From an optimization exercise on the open Yosys and OpenROAD flow, aimed at small area, a short achievable clock period and few clock cycles; shortcuts taken in it are not production practice. No run shown here included a check of the RTL's function; only the layout flow was run.

==> flow/design.v (outline; a module is shown in full before it is edited, if it fits) <==
// module segment_convex_polygon_hit: 765 lines
module segment_convex_polygon_hit #(
	parameter int MAX_VERTICES = scph_pkg::MAX_VERTICES_DEF
) (
	input  logic                          clk,
	input  logic                          arst_n,
	input  logic                          req_valid,
	output logic                          req_stall,
	input  scph_pkg::req_t                req,
	output logic                          rsp_valid,
	input  logic                          rsp_stall,
	output scph_pkg::rsp_t                rsp,
	input  logic                          cfg_valid,
	output logic                          cfg_ready,
	input  logic [scph_pkg::CFG_BITS-1:0] cfg_data
);
  // ...
==> flow/run.sh <==
#!/bin/bash
# synth_recipe.tcl (not shown) runs the flow's synth.tcl, then flattens the netlist and writes it again
# the make line also repeats each setting of config.mk as NAME=value (left out here)
make -C /OpenROAD-flow-scripts/flow DESIGN_CONFIG=/design/flow/config.mk WORK_HOME=/design/flow/orfs CLKGATE_MAP_FILE= SYNTH_SCRIPT=/design/flow/synth_recipe.tcl finish
==> flow/config.mk <==
export PLATFORM = sky130hd
export DESIGN_NAME = segment_convex_polygon_hit
export DESIGN_NICKNAME = segment_convex_polygon_hit
export VERILOG_FILES = /design/flow/design.v
export SDC_FILE = /design/flow/constraint.sdc
export NUM_CORES = 4
export LEC_CHECK = 0
export ABC_CLOCK_PERIOD_IN_PS = 4000
export CAP_MARGIN = 20
export CORE_MARGIN = 2
export CORE_UTILIZATION = 40
export SETUP_SLACK_MARGIN = 3.0
export SLEW_MARGIN = 20
==> flow/constraint.sdc <==
create_clock -name core_clock -period 7.5 [get_ports {clk}]
set_input_delay 1.5000 -clock core_clock [delete_from_list [all_inputs] [get_ports {clk}]]
set_output_delay 1.5000 -clock core_clock [all_outputs]
set_load 0.01 [all_outputs]
==> out/results.txt, run 1 <==
The flow ran to the end and the layout has no timing, DRC or antenna violations. The synthesized cell area came out at 117900 um^2. Grouping stages by cell kind, the critical path spends the most delay in compound AO/OA/AOI/OAI gates. The root buffer cell chosen for the clock tree is clkbuf_16. After detailed routing, the number of vias per cell comes to 5.662. The synthesized design spends more area on one cell type than any other, namely edfxtp_1.

Counting the fill cells in the layout gives 26983. The initial cell density of the core was 40.16%.

The net count of the finished layout is 13949. 8122 cells are multi-input combinational gates. The number of nets produced by synthesis was 13876; the total stage count of the critical path was 30.

Count of inverters not on the clock network in the layout: 1556. In this run the worst setup path terminates at hit_q. Counting both buffers and inverters, the worst setup path holds a total of 2. The synthesized netlist devotes 12.73% of its cell area to compound gates.

The top cell type's share of synthesized area was 17.63%. Summing the areas of all fa, ha and maj instances in the mapped netlist gives 27.02% of the synthesized area. The layout has 747 buffers outside the clock class.

The flow inserted 3919 tap cells. The required time at the worst-slack endpoint is 8.22 ns. Global-route wire length before repair: 613100 um.

For this design, the CTS-stage hold fixing added 0 buffers. The routed design has 425600 um of wire. The tools report the area of the multi-input gates as 78660 um^2. Most used flip-flop cell after synthesis: edfxtp_1. Endpoint type of the worst setup path: a flip-flop. Counting the buffers created by CTS gives 157. Number of antenna violations at the first check in global routing: 25. After routing, the total negative slack on setup checks comes to 0 ns. The clock insertion delay at the later pin of the skew report is 0.88 ns.
==> run 2: changes to the inputs <==
--- a/flow/design.v
+++ b/flow/design.v
@@ -72,16 +72,22 @@
 			2'b01:   m = {x, 1'b0};
 			default: m = 18'd0;
 		endcase
 		if (neg) begin
 			m = ~m;
 		end
 		brow = {~m[17], m[16:0]};
 	endfunction
+	function automatic logic cs_zero35(input logic [SB-2:0] x, input logic [SB-2:0] y);
+		cs_zero35 = (x ^ y) == ((x | y) << 1);
+	endfunction
+	function automatic logic cs_zero33(input logic [UB-1:0] x, input logic [UB-1:0] y);
+		cs_zero33 = (x ^ y) == ((x | y) << 1);
+	endfunction
 	logic [scph_pkg::CFG_BITS-1:0] vcount_q;
 	logic                          stall_q;
 	logic                          acc;
 	logic [4:0]                    n_used;
 	assign cfg_ready = 1'b1;
 	assign req_stall = stall_q;
 	assign acc       = req_valid && !stall_q;
 	assign n_used    = (vcount_q > 5'd16) ? 5'd16 : vcount_q;
@@ -623,44 +629,51 @@
 	logic                 c2_uOpneg, c2_uOpzero, c2_uHneg, c2_uHzero;
 	logic                 out_o_q, out_e_q, hit_q;
 	always_ff @(posedge clk) begin
 		c2_sA      <= c1_sA;
 		c2_sB      <= c1_sB;
 		c2_uE      <= c1_uE;
 		c2_uO      <= c1_uO;
 		c2_sAneg   <= c1_sA[SB-2];
-		c2_sAzero  <= c1_sA == '0;
+		c2_sAzero  <= cs_zero35(c1_sA0, c1_sA1);
 		c2_sBneg   <= c1_sB[SB-2];
-		c2_sBzero  <= c1_sB == '0;
+		c2_sBzero  <= cs_zero35(c1_sB0, c1_sB1);
 		c2_uEneg   <= c1_uE[UB-1];
-		c2_uEzero  <= c1_uE == '0;
+		c2_uEzero  <= cs_zero33(c1_uE0, c1_uE1);
 		c2_uOneg   <= c1_uO[UB-1];
-		c2_uOzero  <= c1_uO == '0;
+		c2_uOzero  <= cs_zero33(c1_uO0, c1_uO1);
 		c2_uOp     <= c2_uO;
 		c2_uOpneg  <= c2_uOneg;
 		c2_uOpzero <= c2_uOzero;
 		if (c2_q && c2_first) begin
 			c2_uH     <= c2_uE;
 			c2_uHneg  <= c2_uEneg;
 			c2_uHzero <= c2_uEzero;
 		end
 	end
 	function automatic logic [2:0] edge_test(input logic signed [SB-2:0] s, input logic sneg,
 	                                         input logic szero,
 	                                         input logic signed [UB-1:0] ua, input logic uaneg,
 	                                         input logic uazero,
 	                                         input logic signed [UB-1:0] ub, input logic ubneg,
 	                                         input logic ubzero);
-		logic signed [EB-1:0] ev;
-		logic spos, eneg, epos, crs;
-		ev   = EB'(s) + EB'(ua) - EB'(ub);
+		logic signed [EB-1:0] se, uae, ube;
+		logic [EB-1:0] ex, ec, ev;
+		logic spos, eneg, epos, crs, ezero;
+		se    = s;
+		uae   = ua;
+		ube   = ub;
+		ex    = se ^ uae ^ ~ube;
+		ec    = ((se & uae) | (se & ~ube) | (uae & ~ube)) << 1;
+		ev    = ex + ec + 1'b1;
+		ezero = &(ex ^ ec);
 		spos = !sneg && !szero;
 		eneg = ev[EB-1];
-		epos = !ev[EB-1] && (ev != '0);
+		epos = !ev[EB-1] && !ezero;
 		crs  = !(uazero && ubzero) &&
 		       (((uaneg || uazero) && !ubneg && !sneg && !epos) ||
 		        (!uaneg && (ubneg || ubzero) && !spos && !eneg));
 		edge_test = {sneg, eneg, crs};
 	endfunction
 	logic [2:0] tA, tB, tA_v, tB_v, t_old;
 	always_comb begin
 		if (c2_awrap) begin
@@ -672,31 +685,51 @@
 		end
 		if (c2_bwrap) begin
 			tB = edge_test(c2_sB, c2_sBneg, c2_sBzero, c2_uE, c2_uEneg, c2_uEzero,
 			               c2_uH, c2_uHneg, c2_uHzero);
 		end else begin
 			tB = edge_test(c2_sB, c2_sBneg, c2_sBzero, c2_uE, c2_uEneg, c2_uEzero,
 			               c2_uO, c2_uOneg, c2_uOzero);
 		end
-		tA_v  = c2_av ? tA : 3'b000;
-		tB_v  = c2_q ? tB : 3'b000;
-		t_old = {out_o_q, out_e_q, hit_q} | (c2_awrap ? tA : 3'b000);
+	end
+	logic       c3_q, c3_first, c3_av, c3_awrap, c3_rv, c3_rq, c3_n3;
+	logic [2:0] c3_tA, c3_tB;
+	always_ff @(posedge clk) begin
+		c3_tA <= tA;
+		c3_tB <= tB;
+	end
+	always_comb begin
+		tA_v  = c3_av ? c3_tA : 3'b000;
+		tB_v  = c3_q ? c3_tB : 3'b000;
+		t_old = {out_o_q, out_e_q, hit_q} | (c3_awrap ? c3_tA : 3'b000);
 	end
 	logic [1:0]       fifo_d [DEPTH];
 	logic [DEPTH-1:0] fifo_v;
 	logic [3:0]       inflight_q;
 	logic             push, pop;
 	logic [1:0]       push_d;
 	logic             res_ins, res_hit;
-	assign res_ins = c2_n3 && (!t_old[2] || !t_old[1]);
+	assign res_ins = c3_n3 && (!t_old[2] || !t_old[1]);
 	assign res_hit = res_ins || t_old[0];
-	assign push    = c2_rv;
-	assign push_d  = c2_rq ? {res_hit, res_ins} : 2'b00;
+	assign push    = c3_rv;
+	assign push_d  = c3_rq ? {res_hit, res_ins} : 2'b00;
 	assign pop     = fifo_v[0] && !rsp_stall;
+	logic full_next;
+	always_comb begin
+		if (inflight_q >= 4'(DEPTH + 1)) begin
+			full_next = 1'b1;
+		end else if (inflight_q == 4'(DEPTH)) begin
+			full_next = acc || !pop;
+		end else if (inflight_q == 4'(DEPTH - 1)) begin
+			full_next = acc && !pop;
+		end else begin
+			full_next = 1'b0;
+		end
+	end
 	assign rsp_valid = fifo_v[0];
 	assign rsp       = fifo_d[0];
 	always_ff @(posedge clk) begin
 		for (int i = 0; i < DEPTH; i++) begin
 			if (pop) begin
 				if (push && fifo_v[i] && (i == DEPTH - 1 || !fifo_v[(i + 1) % DEPTH])) begin
 					fifo_d[i] <= push_d;
 				end else if (i < DEPTH - 1) begin
@@ -740,16 +773,23 @@
 			c2_q       <= 1'b0;
 			c2_first   <= 1'b0;
 			c2_av      <= 1'b0;
 			c2_awrap   <= 1'b0;
 			c2_bwrap   <= 1'b0;
 			c2_rv      <= 1'b0;
 			c2_rq      <= 1'b0;
 			c2_n3      <= 1'b0;
+			c3_q       <= 1'b0;
+			c3_first   <= 1'b0;
+			c3_av      <= 1'b0;
+			c3_awrap   <= 1'b0;
+			c3_rv      <= 1'b0;
+			c3_rq      <= 1'b0;
+			c3_n3      <= 1'b0;
 			out_o_q    <= 1'b0;
 			out_e_q    <= 1'b0;
 			hit_q      <= 1'b0;
 			fifo_v     <= '0;
 			inflight_q <= '0;
 		end else begin
 			if (cfg_valid) begin
 				vcount_q <= cfg_data;
@@ -787,24 +827,30 @@
 			c2_q     <= c1_q;
 			c2_first <= c1_first;
 			c2_av    <= c1_av;
 			c2_awrap <= c1_awrap;
 			c2_bwrap <= c1_bwrap;
 			c2_rv    <= c1_rv;
 			c2_rq    <= c1_rq;
 			c2_n3    <= c1_n3;
-			if (c2_q && c2_first) begin
-				{out_o_q, out_e_q, hit_q} <= tB;
+			c3_q     <= c2_q;
+			c3_first <= c2_first;
+			c3_av    <= c2_av;
+			c3_awrap <= c2_awrap;
+			c3_rv    <= c2_rv;
+			c3_rq    <= c2_rq;
+			c3_n3    <= c2_n3;
+			if (c3_q && c3_first) begin
+				{out_o_q, out_e_q, hit_q} <= c3_tB;
 			end else begin
 				{out_o_q, out_e_q, hit_q} <= {out_o_q, out_e_q, hit_q} | tA_v | tB_v;
 			end
 			if (pop) begin
 				fifo_v <= push ? fifo_v : (fifo_v >> 1);
 			end else if (push) begin
 				fifo_v <= {fifo_v[DEPTH-2:0], 1'b1};
 			end
 			inflight_q <= inflight_q + 4'(acc) - 4'(pop);
-			stall_q    <= (nf_v && nf_q && !nf_last) ||
-			              ((inflight_q + 4'(acc) - 4'(pop)) >= 4'(DEPTH - 1));
+			stall_q    <= (nf_v && nf_q && !nf_last) || full_next;
 		end
 	end
 endmodule
==> flow/config.mk (replaced) <==
export PLATFORM = sky130hd
export DESIGN_NAME = segment_convex_polygon_hit
export DESIGN_NICKNAME = segment_convex_polygon_hit
export VERILOG_FILES = /design/flow/design.v
export SDC_FILE = /design/flow/constraint.sdc
export NUM_CORES = 4
export LEC_CHECK = 0
export CAP_MARGIN = 20
export CORE_MARGIN = 2
export CORE_UTILIZATION = 40
export SETUP_SLACK_MARGIN = 3.0
export SLEW_MARGIN = 20
==> out/results.txt, run 2 <==
Number of antenna violations at the first check in global routing: 34 (+36%). The longest individual stage delay on the worst path is 0.58 ns. The number of buffers inserted for hold repair after clock tree synthesis was 0 (unchanged).

Leaving out fill and tap cells, the most frequent cell in the layout is inv_1. The wire-length estimate of the detail-placed layout is 292100 um. The tools report the number of buffers inserted during clock tree synthesis as 158 (+0.64%). The Yosys step of the flow raised 2 warnings.

The final-stage net count was 14126 (+1.3%). The flow ran to the end and the layout has no timing, DRC or antenna violations. The total overflow reported by the global router came out at 0.

The number of placement rows came out at 199. The DRC violation count after routing came out at 0. Summed over all instances, the cell type with the most area after synthesis is fa_1. The run gives 0 ns (unchanged) as the setup total negative slack. Counting flops with a built-in enable in the synthesized netlist gives 692.

For the slack of the worst reg-to-reg path, the log shows 2.26 ns. The final setup violation count is 0. The first routing iteration left 9237 violations.

The largest register by flop count is mem. Counting instances in the post-synthesis netlist gives the leading cell types as 2045 x inv_1, 1145 x fa_1, 969 x ha_1, 927 x xnor2_1, 897 x a22oi_1. The most used standard cell by instance count after synthesis was inv_1.

After synthesis the netlist holds a flip-flop and latch count of 1362. The floorplan step set the die width to 547.7 um. The clock insertion delay at the later pin of the skew report is 0.88 ns (about the same), and the number of flip-flops under the largest register name is 512. Measured on the finished design, the core utilization comes to 48.21%. The synthesized netlist contains 85 unique library cells. The signed area change from the synthesized netlist to the final layout came out at 19.86%.

The global placement routability congestion is 0.9511. The worst setup path is captured at a flip-flop. The antenna violation net count after detailed routing is 0, and the area of the die is 300000 um^2. In the global route stage, overall resource usage came out at 26.58%. The detailed-route vias per instance was 5.472 (-3.4%).

Maximum level of the CTS H-tree: 4. The final route contains 87463 vias. The part of the Yosys area used for sequential elements was 29.19%; the ratio of final minimum period to clock period was 69.86%. TritonCTS built the clock tree.

The fill cell instance count of the final layout came out at 26096 (-3.3%). The post-synthesis async set-or-reset flop share works out to 4.846%. The most used flip-flop cell after synthesis is edfxtp_1. The logs give 1362 for the count of clock tree sinks and 410200 um (-3.6%) for the overall routed net length. The number of detailed-route iterations in the first pass is 7. In the final layout, the share of cells above drive strength 1 is 22.64%. The number of I/O pins is 84. The run gives 8.22 ns (about the same) as the required time at the worst-slack endpoint. The highest fanout seen on the critical path came out at 7. The floorplan step set the die height to 547.7 um. Core area: 294100 um^2. The number of nets produced by synthesis is 13880 (+0.029%). The logs give 594300 um (-3.1%) for the global-route wire length before repair and 5.96 ns for the arrival time of the worst setup path. The top cell types in the final layout, fill and taps aside, are 1797 x inv_1, 848 x xnor2_1, 834 x fa_1, 826 x nor2_1, 801 x ha_1. Clock skew on the completed layout was measured at 0.07933 ns. The tools report the synthesized cell area as 118300 um^2 (+0.31%). Dividing the detail-routed wire length by the instance count gives 25.66 um. For the pin with the worst max-slew slack, the measured transition is 1.271 ns. Setup repair after global routing could not meet its margin everywhere. The initial cell density of the core is 40.22% (+0.058 points), and the highest clock frequency the design can meet is 190.9 MHz.

The top cell type's share of synthesized area was 19.38% (+1.8 points). The logs give 0 for the number of pins exceeding their max-slew limit in the final report and 11687 for the instance count of the mapped netlist.

Walking the worst path, the cells encountered are buf_6 > buf_6 > xor2_4 > buf_6 > ha_4 > buf_6 > nor2b_4 > nand2_2 > xnor2_2 > fa_1 > fa_1 > fa_1 > fa_1 > inv_1 > fa_1 > inv_1 > fa_2 > inv_1. The count of buffers from port buffering is 82. The worst min-delay path category was flip-flop to flip-flop. The post-route minimum period is 5.239 ns. Clock-pin slew was measured on the worst setup and hold paths at 0.06 ns. By startpoint and endpoint, the worst setup path is classified as flip-flop to flip-flop. The run gives 88651 as the number of global-route vias before repair. The nature of the critical path startpoint is a flip-flop. Setup slack closes at 2.261 ns.

The library cell contributing the largest single delay on the critical path was fa_1. Cell repeated most along the worst path: fa_1. The clock passes through at most 4 buffers.

Per-instance average area after synthesis: 10.12 um^2. Entering global routing, the biggest net connects 67 pins. OpenSTA, run right after detailed placement, puts the worst setup slack at 1.280 ns. Number of max-cap violations: 0. The tools report the cell chosen for the clock root as clkbuf_16.

In this run the tightest slew margin relative to its limit is 15.15%. After synthesis, the cell types taking the most area are fa_1 19%, edfxtp_1 18%, ha_1 10%. For the total count of hold-check failures in the final report, the log shows 0.

[run 2: worst max-delay path, delay by kind of cell (launching register included)]
family                   cells  cell delay, ns
adder cells (fa/ha/maj)      7            3.38
buffers and inverters        7            0.73
flip-flops                   1            0.49
XOR/XNOR                     2            0.32
AND/OR/NAND/NOR              2            0.23
[run 2: cell families (layout without fill, tap and decap cells)]
kind of cell,Yosys count,in the layout,share of synthesized area (%)
mux,299,299,3.997
other cells,1,17,0.003171
buf+inv,2911,3272,9.250
xor+xnor,1473,1473,10.91
fa+ha+maj,2114,2114,29.63
simple gates,1781,1783,6.703
flops,1362,1362,29.19
compound gates,1746,1746,10.31
[run 2: repair_timing]
action,4_1_cts,5_1_grt
gates resized for setup,915,596
gates cloned,39,14
endpoints found under the setup margin,276,224
pin swaps,484,513
buffers inserted,444,148
[run 2: layer usage]
metal	global-route usage (%)	wire [um]	vias to the layer above
met5	0	379	-
met4	11.82	23200	26
met3	6.493	40950	1009
met2	41.21	181000	4417
met1	35.17	164600	43694
li1	-	-	38317
[run 2: final cells by class]
type | instances | area, um^2 | area share [%]
Timing Repair Buffer | 937 | 10310 | 7.272
Clock buffer | 198 | 4320 | 3.048
Tap cell | 3919 | 4903 | 3.459
Multi-Input combinational cell | 7416 | 78860 | 55.63
Timing Repair inverter | 1 | 8.758 | 0.006179
Clock inverter | 79 | 730.7 | 0.5155
Sequential cell | 1362 | 34730 | 24.50
Antenna cell | 16 | 40.04 | 0.02824
Inverter | 2057 | 7855 | 5.541
[run 2: final timing paths]
| check | start | to | cells past startpoint |
|---|---|---|---|
| max | mdy[11] | c1_uE0[12] | 18 |
| min | c2_av | c3_av | 0 |
| max reg2reg | mdy[11] | c1_uE0[12] | 18 |
| min reg2reg | c2_av | c3_av | 0 |
| max in group asynchronous | arst_n | f_k[1] | 1 |
| min in group asynchronous | arst_n | fifo_v[6] | 1 |
[run 2: per-stage QoR]
| stage | hold slack, ns | std cells | area, um^2 |
|---|---|---|---|
| after floorplan | 0.3289 | 11687 | 121800 |
| after global placement | 0.3329 | 15047 | 124100 |
| after detailed placement | 0.3347 | 15047 | 124100 |
| after CTS | 0.3444 | 15807 | 137900 |
| after global routing | 0.3451 | 15980 | 141700 |
| final | 0.3447 | 15985 | 141800 |

static timing again, ports no longer ideal:
The flow's constraints put no driver on any port. The routed layouts listed below were extracted and timed again, unchanged, in two steps.
Step 1, drivers: a clkbuf_16 drives clk and a buf_2 each remaining input, both assumed.
Step 2 also shifts input and output timing later by t, the mid clock arrival at the registers, as if the neighbouring blocks saw the same clock.
a / b / c = ideal / step 1 / step 2; a / b = the first two.
run	shift t [ns]	setup slack, ns	slew at the worst register clock pin (ns)	cell pins on the clock port's net
run 1	0.936	0.319 / 0.319 / 0.319	0.07 / 0.07	1
run 2	0.924	2.261 / 2.261 / 2.261	0.07 / 0.07	1
After both steps every run listed still meets setup and hold.
